This design comes from an exercise in tuning for small area on the open sky130 flow, not from production work.
In this exercise RTL edits were held to simulation tests only and were not proved equivalent to the original.
Power and IR drop assume default switching activity.

// game_top
module game_top #(
    parameter logic [5:0] DEADLINE_START = 6'd15,
    parameter int         ITEM_SIZE      = 32
) (
    input  logic        posclk,
    input  logic        rst,
    input  logic        left,
    input  logic        right,
    input  logic        down,
    input  logic        up,
    input  logic        start,
    input  logic [2:0]  diff,
    output logic [10:0] block_x,
    output logic [9:0]  block_y,
    output logic [49:0] layer_top,
    output logic [43:0] item_x,
    output logic [39:0] item_y,
    output logic [3:0]  collected,
    output logic [5:0]  count,
    output logic        reminder1,
    output logic        reminder2,
    output logic        lose,
    output logic        win
);
For scale: ~1200 cells after synthesis, ~180 I/O pins, ~0.0080 mm2 of cells after synthesis.
==> flow/config.mk <==
export PLATFORM = sky130hd
export DESIGN_NAME = game_top
export DESIGN_NICKNAME = game_top
export VERILOG_FILES = /design/flow/design.v
export SDC_FILE = /design/flow/constraint.sdc
export NUM_CORES = 4
export LEC_CHECK = 0
export CAP_MARGIN = 20
export CORE_MARGIN = 2
export CORE_UTILIZATION = 65
export PLACE_DENSITY = 0.75
export SLEW_MARGIN = 20
==> flow/constraint.sdc <==
create_clock -name core_clock -period 10.0 [get_ports {posclk}]
set_input_delay 2.0000 -clock core_clock [delete_from_list [all_inputs] [get_ports {posclk}]]
set_output_delay 2.0000 -clock core_clock [all_outputs]
set_load 0.01 [all_outputs]
standard.sh (not shown) runs the stock make flow with config.mk's settings and CLKGATE_MAP_FILE= SYNTH_SCRIPT=/design/flow/synth_recipe.tcl, a recipe that flattens the netlist after the stock synthesis.
==> flow/flow/run.sh <==
#!/bin/bash
# Standard synthesis; its combinational logic remapped for area by ABC (the flip-flops
# stay as synthesis made them) and kept only if a SAT proof shows it equal to the
# standard netlist; then the standard layout, with the smallest buffer on the ports
# and a clkbuf_8 clock tree without dummy loads.
set -euo pipefail
export BUFFER_PORTS_ARGS="-buffer_cell sky130_fd_sc_hd__buf_1"
export CTS_ARGS="-sink_clustering_enable -repair_clock_nets -buf_list sky130_fd_sc_hd__clkbuf_4 -root_buf sky130_fd_sc_hd__clkbuf_8 -sink_clustering_size 10 -dont_use_dummy_load"
bash standard.sh synth > synth.log 2>&1
R=orfs/results/$FLOW_PLATFORM/game_top/base
Y=$FLOW_HOME/../tools/install/yosys/bin/yosys
LIB=$FLOW_HOME/platforms/$FLOW_PLATFORM/lib/sky130_fd_sc_hd__tt_025C_1v80.lib
cp $R/1_2_yosys.v standard_netlist.v
export REMAP_LIB=$LIB REMAP_IN=standard_netlist.v REMAP_OUT=remapped_netlist.v
export REMAP_STAT=remap_stat.txt REMAP_TOP=$FLOW_TOP
export REMAP_DONT_USE="$(cat flow/dont_use.txt)"
export REMAP_SCRIPT="+strash;&get -n;&deepsyn -T 30;&put;&get -n;&dch -f;&nf -R 1000;&put"
if "$Y" -c flow/remap.tcl > remap.log 2>&1 \
   && bash flow/equiv.sh "$Y" standard_netlist.v remapped_netlist.v "$LIB" > equiv.log 2>&1; then
    echo "remapped netlist proven equal; using it" >> remap.log
    cp remapped_netlist.v $R/1_2_yosys.v
else
    echo "remap failed or not proven; keeping the standard netlist" >> remap.log
fi
bash standard.sh finish > finish.log 2>&1
Other scripts of this flow, unchanged in this note and not shown: flow/flow/cutff.py, flow/flow/dont_use.txt, flow/flow/equiv.sh, flow/flow/remap.tcl
Edit:
--- a/flow/flow/run.sh
+++ b/flow/flow/run.sh
@@ -8 +8 @@
-export CTS_ARGS="-sink_clustering_enable -repair_clock_nets -buf_list sky130_fd_sc_hd__clkbuf_4 -root_buf sky130_fd_sc_hd__clkbuf_8 -sink_clustering_size 10 -dont_use_dummy_load"
+export CTS_ARGS="-sink_clustering_enable -repair_clock_nets -buf_list sky130_fd_sc_hd__clkbuf_16 -sink_clustering_size 30 -sink_clustering_max_diameter 100 -dont_use_dummy_load"
--- a/flow/config.mk
+++ b/flow/config.mk
@@ -10,2 +10 @@
-export CORE_UTILIZATION = 65
-export PLACE_DENSITY = 0.75
+export CORE_UTILIZATION = 40
After rerunning: Sequential cell count stays the same. Combinational power barely changes. Final cell count rises by a few percent. Routed wire length is higher by roughly a tenth. First-iteration DRC count fell by a quarter to a third. Die area goes up by well over a third. Setup slack is worse by 0.097 ns. Core utilization went down by 26 points. Sequential power hardly moves. Final area came out higher by a few percent.


game_top again, from the RTL that the note above started with.
==> flow/config.mk <==
export PLATFORM = sky130hd
export DESIGN_NAME = game_top
export DESIGN_NICKNAME = game_top
export VERILOG_FILES = /design/flow/design.v
export SDC_FILE = /design/flow/constraint.sdc
export NUM_CORES = 4
export LEC_CHECK = 0
export CAP_MARGIN = 20
export CORE_MARGIN = 2
export CORE_UTILIZATION = 65
export PLACE_DENSITY = 0.75
export SLEW_MARGIN = 20
==> flow/constraint.sdc <==
create_clock -name core_clock -period 10.0 [get_ports {posclk}]
set_input_delay 2.0000 -clock core_clock [delete_from_list [all_inputs] [get_ports {posclk}]]
set_output_delay 2.0000 -clock core_clock [all_outputs]
set_load 0.01 [all_outputs]
==> flow/flow/run.sh <==
#!/bin/bash
# Standard synthesis; its combinational logic remapped for area by ABC (the flip-flops
# stay as synthesis made them) and kept only if a SAT proof shows it equal to the
# standard netlist; then the standard layout, with the smallest buffer on the ports
# and a clkbuf_8 clock tree without dummy loads.
set -euo pipefail
export BUFFER_PORTS_ARGS="-buffer_cell sky130_fd_sc_hd__buf_1"
export CTS_ARGS="-sink_clustering_enable -repair_clock_nets -buf_list sky130_fd_sc_hd__clkbuf_4 -root_buf sky130_fd_sc_hd__clkbuf_8 -tree_buf sky130_fd_sc_hd__clkbuf_4 -sink_clustering_size 10 -dont_use_dummy_load"
bash standard.sh synth > synth.log 2>&1
R=orfs/results/$FLOW_PLATFORM/game_top/base
Y=$FLOW_HOME/../tools/install/yosys/bin/yosys
LIB=$FLOW_HOME/platforms/$FLOW_PLATFORM/lib/sky130_fd_sc_hd__tt_025C_1v80.lib
cp $R/1_2_yosys.v standard_netlist.v
export REMAP_LIB=$LIB REMAP_IN=standard_netlist.v REMAP_OUT=remapped_netlist.v
export REMAP_STAT=remap_stat.txt REMAP_TOP=$FLOW_TOP
export REMAP_DONT_USE="$(cat flow/dont_use.txt)"
export REMAP_SCRIPT="+strash;&get -n;&deepsyn -T 30;&put;&get -n;&dch -f;&nf -R 1000;&put"
if "$Y" -c flow/remap.tcl > remap.log 2>&1 \
   && bash flow/equiv.sh "$Y" standard_netlist.v remapped_netlist.v "$LIB" > equiv.log 2>&1; then
    echo "remapped netlist proven equal; using it" >> remap.log
    cp remapped_netlist.v $R/1_2_yosys.v
else
    echo "remap failed or not proven; keeping the standard netlist" >> remap.log
fi
bash standard.sh finish > finish.log 2>&1
Other scripts of this flow, unchanged in this note and not shown: flow/flow/cutff.py, flow/flow/dont_use.txt, flow/flow/equiv.sh, flow/flow/remap.tcl
Rerun with:
--- a/flow/flow/run.sh
+++ b/flow/flow/run.sh
@@ -6,5 +6,5 @@
 set -euo pipefail
 export BUFFER_PORTS_ARGS="-buffer_cell sky130_fd_sc_hd__buf_1"
-export CTS_ARGS="-sink_clustering_enable -repair_clock_nets -buf_list sky130_fd_sc_hd__clkbuf_4 -root_buf sky130_fd_sc_hd__clkbuf_8 -tree_buf sky130_fd_sc_hd__clkbuf_4 -sink_clustering_size 10 -dont_use_dummy_load"
+export CTS_ARGS="-sink_clustering_enable -repair_clock_nets -buf_list sky130_fd_sc_hd__clkbuf_8 -dont_use_dummy_load"
 bash standard.sh synth > synth.log 2>&1
 R=orfs/results/$FLOW_PLATFORM/game_top/base
- CORE_UTILIZATION: 65 -> 40
- PLACE_DENSITY: 0.75 -> default
Result: The changed run passed the timing, DRC and antenna checks. Routed wire length rises by 13%. Sequential power hardly moves. Design area goes up by 1.7%. Global-route usage shrinks by 11 points. Non-clock buffer count is higher by 3. Fmax went down by 1.3%. Power came out higher by 1.3%. Hold slack improves by 0.011 ns.


Setup of run A:
game_top, a different RTL version from the one above (not shown whole).
For scale: roughly 960 cells after synthesis, ~180 I/O pins, ~7700 um^2 of cells after synthesis.
==> flow/design.v (excerpt) <==
module game_top #(
    parameter logic [5:0] DEADLINE_START = 6'd15,
    parameter int         ITEM_SIZE      = 32
) (
    input  logic        posclk,
    input  logic        rst,
    input  logic        left,
    input  logic        right,
    input  logic        down,
    input  logic        up,
    input  logic        start,
    input  logic [2:0]  diff,
    output logic [10:0] block_x,
    output logic [9:0]  block_y,
    output logic [49:0] layer_top,
    output logic [43:0] item_x,
    output logic [39:0] item_y,
    output logic [3:0]  collected,
    output logic [5:0]  count,
    output logic        reminder1,
    output logic        reminder2,
    output logic        lose,
    output logic        win
);
clock: 10.0 ns
lec_check: 0
cap_margin: 20
core_margin: 2
core_utilization: 65
place_density: 0.75
slew_margin: 20
==> flow/flow/run.sh <==
#!/bin/bash
# Standard synthesis; its combinational logic remapped for area by ABC with a few
# recipes (the flip-flops stay as synthesis made them); the smallest result is kept
# only if a SAT proof shows it equal to the standard netlist. Then the standard layout,
# with the smallest buffer on the ports, one tie cell per constant and a clkbuf_8 clock
# tree without dummy loads.
set -euo pipefail
export BUFFER_PORTS_ARGS="-buffer_cell sky130_fd_sc_hd__buf_1"
export CTS_ARGS="-sink_clustering_enable -repair_clock_nets -buf_list sky130_fd_sc_hd__clkbuf_4 -root_buf sky130_fd_sc_hd__clkbuf_8 -sink_clustering_size 10 -dont_use_dummy_load"
export SKIP_REPAIR_TIE_FANOUT=1
bash standard.sh synth > synth.log 2>&1
R=orfs/results/$FLOW_PLATFORM/game_top/base
Y=$FLOW_HOME/../tools/install/yosys/bin/yosys
LIB=$FLOW_HOME/platforms/$FLOW_PLATFORM/lib/sky130_fd_sc_hd__tt_025C_1v80.lib
cp $R/1_2_yosys.v standard_netlist.v
export REMAP_LIB=$LIB REMAP_IN=standard_netlist.v REMAP_TOP=$FLOW_TOP
export REMAP_DONT_USE="$(cat flow/dont_use.txt)"
# Each recipe: cells kept as they are besides the flip-flops | ABC script.
recipes=(
  "|+strash;&get -n;&deepsyn -T 30;&put;&get -n;&dch -f;&nf -R 1000;&put"
  "|+strash;&get -n;&deepsyn -T 30;&put;&get -n;&dch -f;&nf -F 10 -A 10 -a -C 32 -p -R 1000;&put"
  "sky130_fd_sc_hd__fa_1|+strash;&get -n;&deepsyn -T 30;&put;&get -n;&dch -f;&nf -F 10 -A 10 -a -C 32 -p -R 1000;&put"
)
best=""; best_area=""
for i in "${!recipes[@]}"; do
    export REMAP_KEEP="${recipes[$i]%%|*}" REMAP_SCRIPT="${recipes[$i]#*|}"
    export REMAP_OUT=remap_$i.v REMAP_STAT=remap_stat_$i.txt
    if "$Y" -c flow/remap.tcl > remap_$i.log 2>&1; then
        a=$(awk '/Chip area/ {print $NF}' remap_stat_$i.txt)
        echo "recipe $i: area $a" >> remap.log
        if [[ -z "$best" ]] || awk -v a="$a" -v b="$best_area" 'BEGIN {exit !(a < b)}'; then
            best=remap_$i.v; best_area=$a
        fi
    else
        echo "recipe $i: failed" >> remap.log
    fi
done
if [[ -n "$best" ]] && bash flow/equiv.sh "$Y" standard_netlist.v "$best" "$LIB" > equiv.log 2>&1; then
    echo "$best (area $best_area) proven equal; using it" >> remap.log
    cp "$best" $R/1_2_yosys.v
else
    echo "no remapped netlist proven equal; keeping the standard netlist" >> remap.log
fi
bash standard.sh finish > finish.log 2>&1
==> flow/flow/remap.tcl <==
# Remap the combinational logic of the standard synthesis netlist for area.
# The flip-flops are kept as they are (same instances, names and cells).
yosys -import
set lib $::env(REMAP_LIB)
set dont_use {}
foreach c $::env(REMAP_DONT_USE) { lappend dont_use -dont_use $c }
read_liberty -ignore_miss_func $lib
read_verilog $::env(REMAP_IN)
hierarchy -top $::env(REMAP_TOP)
blackbox sky130_fd_sc_hd__dfxtp_1 {*}[expr {[info exists ::env(REMAP_KEEP)] ? $::env(REMAP_KEEP) : ""}]
flatten
opt_clean -purge
abc -liberty $lib {*}$dont_use -script $::env(REMAP_SCRIPT)
opt_clean -purge
write_verilog -noattr -noexpr $::env(REMAP_OUT).raw.v
design -reset
read_liberty -lib $lib
read_verilog $::env(REMAP_OUT).raw.v
hierarchy -top $::env(REMAP_TOP)
splitnets
opt_clean -purge
hilomap -singleton -hicell sky130_fd_sc_hd__conb_1 HI -locell sky130_fd_sc_hd__conb_1 LO
insbuf -buf sky130_fd_sc_hd__buf_4 A X
check -assert
tee -o $::env(REMAP_STAT) stat -liberty $lib
write_verilog -noattr -nohex -nodec $::env(REMAP_OUT)
Other scripts of this flow, unchanged in this note and not shown: flow/flow/cutff.py, flow/flow/dont_use.txt, flow/flow/equiv.sh
Relative to run A, the following input files were edited for run B:
Settings: changing PLACE_DENSITY from 0.75 to 0.65; changing CORE_UTILIZATION from 65 to 55.
--- a/flow/flow/run.sh
+++ b/flow/flow/run.sh
@@ -9,4 +9,5 @@
 export CTS_ARGS="-sink_clustering_enable -repair_clock_nets -buf_list sky130_fd_sc_hd__clkbuf_4 -root_buf sky130_fd_sc_hd__clkbuf_8 -sink_clustering_size 10 -dont_use_dummy_load"
 export SKIP_REPAIR_TIE_FANOUT=1
+export GPL_KEEP_OVERFLOW=0
 bash standard.sh synth > synth.log 2>&1
 R=orfs/results/$FLOW_PLATFORM/game_top/base
@@ -16,14 +17,11 @@
 export REMAP_LIB=$LIB REMAP_IN=standard_netlist.v REMAP_TOP=$FLOW_TOP
 export REMAP_DONT_USE="$(cat flow/dont_use.txt)"
-# Each recipe: cells kept as they are besides the flip-flops | ABC script.
 recipes=(
-  "|+strash;&get -n;&deepsyn -T 30;&put;&get -n;&dch -f;&nf -R 1000;&put"
-  "|+strash;&get -n;&deepsyn -T 30;&put;&get -n;&dch -f;&nf -F 10 -A 10 -a -C 32 -p -R 1000;&put"
-  "sky130_fd_sc_hd__fa_1|+strash;&get -n;&deepsyn -T 30;&put;&get -n;&dch -f;&nf -F 10 -A 10 -a -C 32 -p -R 1000;&put"
+  "+strash;&get -n;&deepsyn -J 10 -T 300;&put;&get -n;&dch -f;&nf -R 1000;&put"
+  "+strash;&get -n;&deepsyn -J 10 -T 300;&put;&get -n;&dch -f;&nf -F 10 -A 10 -a -C 32 -p -R 1000;&put"
 )
 best=""; best_area=""
 for i in "${!recipes[@]}"; do
-    export REMAP_KEEP="${recipes[$i]%%|*}" REMAP_SCRIPT="${recipes[$i]#*|}"
-    export REMAP_OUT=remap_$i.v REMAP_STAT=remap_stat_$i.txt
+    export REMAP_SCRIPT="${recipes[$i]}" REMAP_OUT=remap_$i.v REMAP_STAT=remap_stat_$i.txt
     if "$Y" -c flow/remap.tcl > remap_$i.log 2>&1; then
         a=$(awk '/Chip area/ {print $NF}' remap_stat_$i.txt)
Results
Compared with run A, run B shows non-filler instance count after layout that has gone up by more than 10%. Run A vs run B, master of the slowest instance on the critical path: sky130_fd_sc_hd__fa_1 vs sky130_fd_sc_hd__dfxtp_1. Portion of total power attributed to the clock network on run B is down relative to run A. Run A has a lower overall die area than run B. First-iteration DRC count ended up 152 lower on run B than on run A. Mean number of vias per cell: run B lower than run A. Run A → run B: minimum hold slack level; clock skew held steady; count of clock-buffer cells in the layout level; sequential share of layout area level.
#### Input delta (run C over run B)
Settings: changing PLACE_DENSITY from 0.65 to 0.75; changing CORE_UTILIZATION from 55 to 65.
==> flow/flow/run.sh <==
#!/bin/bash
# Standard synthesis; its combinational logic remapped for area by ABC (the flip-flops
# stay as synthesis made them) and kept only if a SAT proof shows it equal to the
# standard netlist; then the standard layout, with the smallest buffer on the ports
# and a clkbuf_8 clock tree without dummy loads.
set -euo pipefail
export BUFFER_PORTS_ARGS="-buffer_cell sky130_fd_sc_hd__buf_1"
export CTS_ARGS="-sink_clustering_enable -repair_clock_nets -buf_list sky130_fd_sc_hd__clkbuf_4 -root_buf sky130_fd_sc_hd__clkbuf_8 -sink_clustering_size 10 -dont_use_dummy_load"
export SKIP_REPAIR_TIE_FANOUT=1
bash standard.sh synth > synth.log 2>&1
R=orfs/results/$FLOW_PLATFORM/game_top/base
Y=$FLOW_HOME/../tools/install/yosys/bin/yosys
LIB=$FLOW_HOME/platforms/$FLOW_PLATFORM/lib/sky130_fd_sc_hd__tt_025C_1v80.lib
cp $R/1_2_yosys.v standard_netlist.v
export REMAP_LIB=$LIB REMAP_IN=standard_netlist.v REMAP_OUT=remapped_netlist.v
export REMAP_STAT=remap_stat.txt REMAP_TOP=$FLOW_TOP
export REMAP_DONT_USE="$(cat flow/dont_use.txt)"
export REMAP_SCRIPT="+strash;&get -n;&deepsyn -T 30;&put;&get -n;&dch -f;&nf -R 1000;&put"
if "$Y" -c flow/remap.tcl > remap.log 2>&1 \
   && bash flow/equiv.sh "$Y" standard_netlist.v remapped_netlist.v "$LIB" > equiv.log 2>&1; then
    echo "remapped netlist proven equal; using it" >> remap.log
    cp remapped_netlist.v $R/1_2_yosys.v
else
    echo "remap failed or not proven; keeping the standard netlist" >> remap.log
fi
bash standard.sh finish > finish.log 2>&1
--- outcome ---
- Comparing run B and run C, footprint of the multi-input gates is lower on run B.
- Run C falls short of run B in post-layout instance area.
- From run B to run C the numbers moved as follows: non-clock buffer share of cell area moved up; maximum frequency moved up; clock-buffer cell count level.
The following lists how run D was set up differently from run C:
==> flow/flow/run.sh <==
#!/bin/bash
# Standard synthesis; its combinational logic remapped for area by ABC with a few
# recipes (the flip-flops stay as synthesis made them); the smallest result is kept
# only if a SAT proof shows it equal to the standard netlist. Then the standard layout,
# with the smallest buffer on the ports, one tie cell per constant and a clkbuf_8 clock
# tree without dummy loads.
set -euo pipefail
export BUFFER_PORTS_ARGS="-buffer_cell sky130_fd_sc_hd__buf_1"
export CTS_ARGS="-sink_clustering_enable -repair_clock_nets -buf_list sky130_fd_sc_hd__clkbuf_4 -root_buf sky130_fd_sc_hd__clkbuf_8 -sink_clustering_size 10 -dont_use_dummy_load"
export SKIP_REPAIR_TIE_FANOUT=1
export GPL_KEEP_OVERFLOW=0
bash standard.sh synth > synth.log 2>&1
R=orfs/results/$FLOW_PLATFORM/game_top/base
Y=$FLOW_HOME/../tools/install/yosys/bin/yosys
LIB=$FLOW_HOME/platforms/$FLOW_PLATFORM/lib/sky130_fd_sc_hd__tt_025C_1v80.lib
cp $R/1_2_yosys.v standard_netlist.v
export REMAP_LIB=$LIB REMAP_IN=standard_netlist.v REMAP_TOP=$FLOW_TOP
export REMAP_DONT_USE="$(cat flow/dont_use.txt)"
recipes=(
  "+strash;&get -n;&deepsyn -T 30;&put;&get -n;&dch -f;&nf -R 1000;&put"
  "+strash;&get -n;&deepsyn -T 30;&put;&get -n;&dch -f;&nf -F 10 -A 10 -a -C 32 -p -R 1000;&put"
)
best=""; best_area=""
for i in "${!recipes[@]}"; do
    export REMAP_SCRIPT="${recipes[$i]}" REMAP_OUT=remap_$i.v REMAP_STAT=remap_stat_$i.txt
    if "$Y" -c flow/remap.tcl > remap_$i.log 2>&1; then
        a=$(awk '/Chip area/ {print $NF}' remap_stat_$i.txt)
        echo "recipe $i: area $a" >> remap.log
        if [[ -z "$best" ]] || awk -v a="$a" -v b="$best_area" 'BEGIN {exit !(a < b)}'; then
            best=remap_$i.v; best_area=$a
        fi
    else
        echo "recipe $i: failed" >> remap.log
    fi
done
if [[ -n "$best" ]] && bash flow/equiv.sh "$Y" standard_netlist.v "$best" "$LIB" > equiv.log 2>&1; then
    echo "$best (area $best_area) proven equal; using it" >> remap.log
    cp "$best" $R/1_2_yosys.v
else
    echo "no remapped netlist proven equal; keeping the standard netlist" >> remap.log
fi
bash standard.sh finish > finish.log 2>&1
## What came out
Run D completed end to end with timing, DRC and antenna clean. Compared with run C, run D shows a higher sum of internal, switching and leakage power. In the reports for run C and run D, the smaller inverter count belongs to run C. Run D: part of the total power dissipated in combinational logic is 0.6 points lower than what run C reported. When the final numbers for run C and run D were put side by side, the global-route met2 utilization turned out to be greater in run C.
The inputs of run E differ from those of run D as listed below.
Settings: swapping 0.75 for 0.82 in PLACE_DENSITY; swapping 65 for 72 in CORE_UTILIZATION.
--- a/flow/flow/run.sh
+++ b/flow/flow/run.sh
@@ -18,6 +18,6 @@
 export REMAP_DONT_USE="$(cat flow/dont_use.txt)"
 recipes=(
-  "+strash;&get -n;&deepsyn -T 30;&put;&get -n;&dch -f;&nf -R 1000;&put"
-  "+strash;&get -n;&deepsyn -T 30;&put;&get -n;&dch -f;&nf -F 10 -A 10 -a -C 32 -p -R 1000;&put"
+  "+strash;&get -n;&deepsyn -J 10 -T 300;&put;&get -n;&dch -f;&nf -R 1000;&put"
+  "+strash;&get -n;&deepsyn -J 10 -T 300;&put;&get -n;&dch -f;&nf -F 10 -A 10 -a -C 32 -p -R 1000;&put"
 )
 best=""; best_area=""
Run E reached the end of the flow, and the finished layout is clean on the timing, DRC and antenna checks.
[compare] base=run D new=run E: power consumption essentially unchanged; clock power did not really move; die area dropped 1200 um^2; sequential share of layout area was more or less identical; total number of vias rose about 1.3%.
### run E -> run F
Settings: PLACE_DENSITY: 0.82 -> 0.75; CORE_UTILIZATION: 72 -> 65.
### Flow results
Run F did not stop at any stage, and its layout met the timing, DRC and antenna checks.
The final reports for run F and run E show time the final worst path needs with I/O delays and setup higher in the former.
Diff run F and run E: initial cell density of the core lower in run F
First-pass GRT wire length down about 2.1% in run F wrt run E
On multi-input logic portion of the cell area, run F tracks run E almost exactly.
Compared run F against run E; total power of the final layout within noise.
Delta (run F minus run E): final instance area ~0 delta; global router's overall resource usage -4.4 points; clock network fraction of total power ~0 delta; setup slack -0.076 ns; cell row count +5.4%.

[afterwards: timing with drivers on the ports]
Ports are ideal in the flow. The routed layouts listed here were re-timed in OpenROAD.
Step 1 assumes that a clkbuf_16 drives the clock port and a buf_2 every other input.
Step 2 moves the port delays by t, midway between the first and last clock arrival at a register: inputs arrive t later, outputs are due t later. That takes back most of the time a late clock gives input paths.
a / b / c = no drivers / after step 1 / after step 2; a / b = the first two.
| run | shift t [ns] | setup slack, ns | worst setup path at the end | slew at the worst register clock pin (ns) | worst slew at a driven data input, ns |
|---|---|---|---|---|---|
| the first run of note 1 | 0.415 | 2.289 / 2.289 / 2.289 | register to register | 0.10 / 0.10 | 0.03 |
| the second run of note 1 | 0.401 | 2.192 / 2.192 / 2.192 | register to register | 0.07 / 0.07 | 0.03 |
| the first run of note 2 | 0.415 | 2.289 / 2.289 / 2.289 | register to register | 0.10 / 0.10 | 0.03 |
| the second run of note 2 | 0.425 | 2.188 / 2.188 / 2.188 | register to register | 0.10 / 0.10 | 0.03 |
| run A | 0.396 | 0.427 / 0.427 / 0.427 | register to register | 0.09 / 0.09 | 0.03 |
| run B | 0.412 | 1.651 / 1.651 / 1.651 | register to register | 0.09 / 0.09 | 0.04 |
| run C | 0.412 | 1.957 / 1.957 / 1.957 | register to register | 0.09 / 0.09 | 0.03 |
| run D | 0.416 | 1.605 / 1.605 / 1.605 | register to register | 0.10 / 0.10 | 0.04 |
| run E | 0.410 | 1.681 / 1.681 / 1.681 | register to register | 0.09 / 0.09 | 0.03 |
| run F | 0.416 | 1.605 / 1.605 / 1.605 | register to register | 0.10 / 0.10 | 0.04 |
After both steps setup and hold are still met in every run listed.
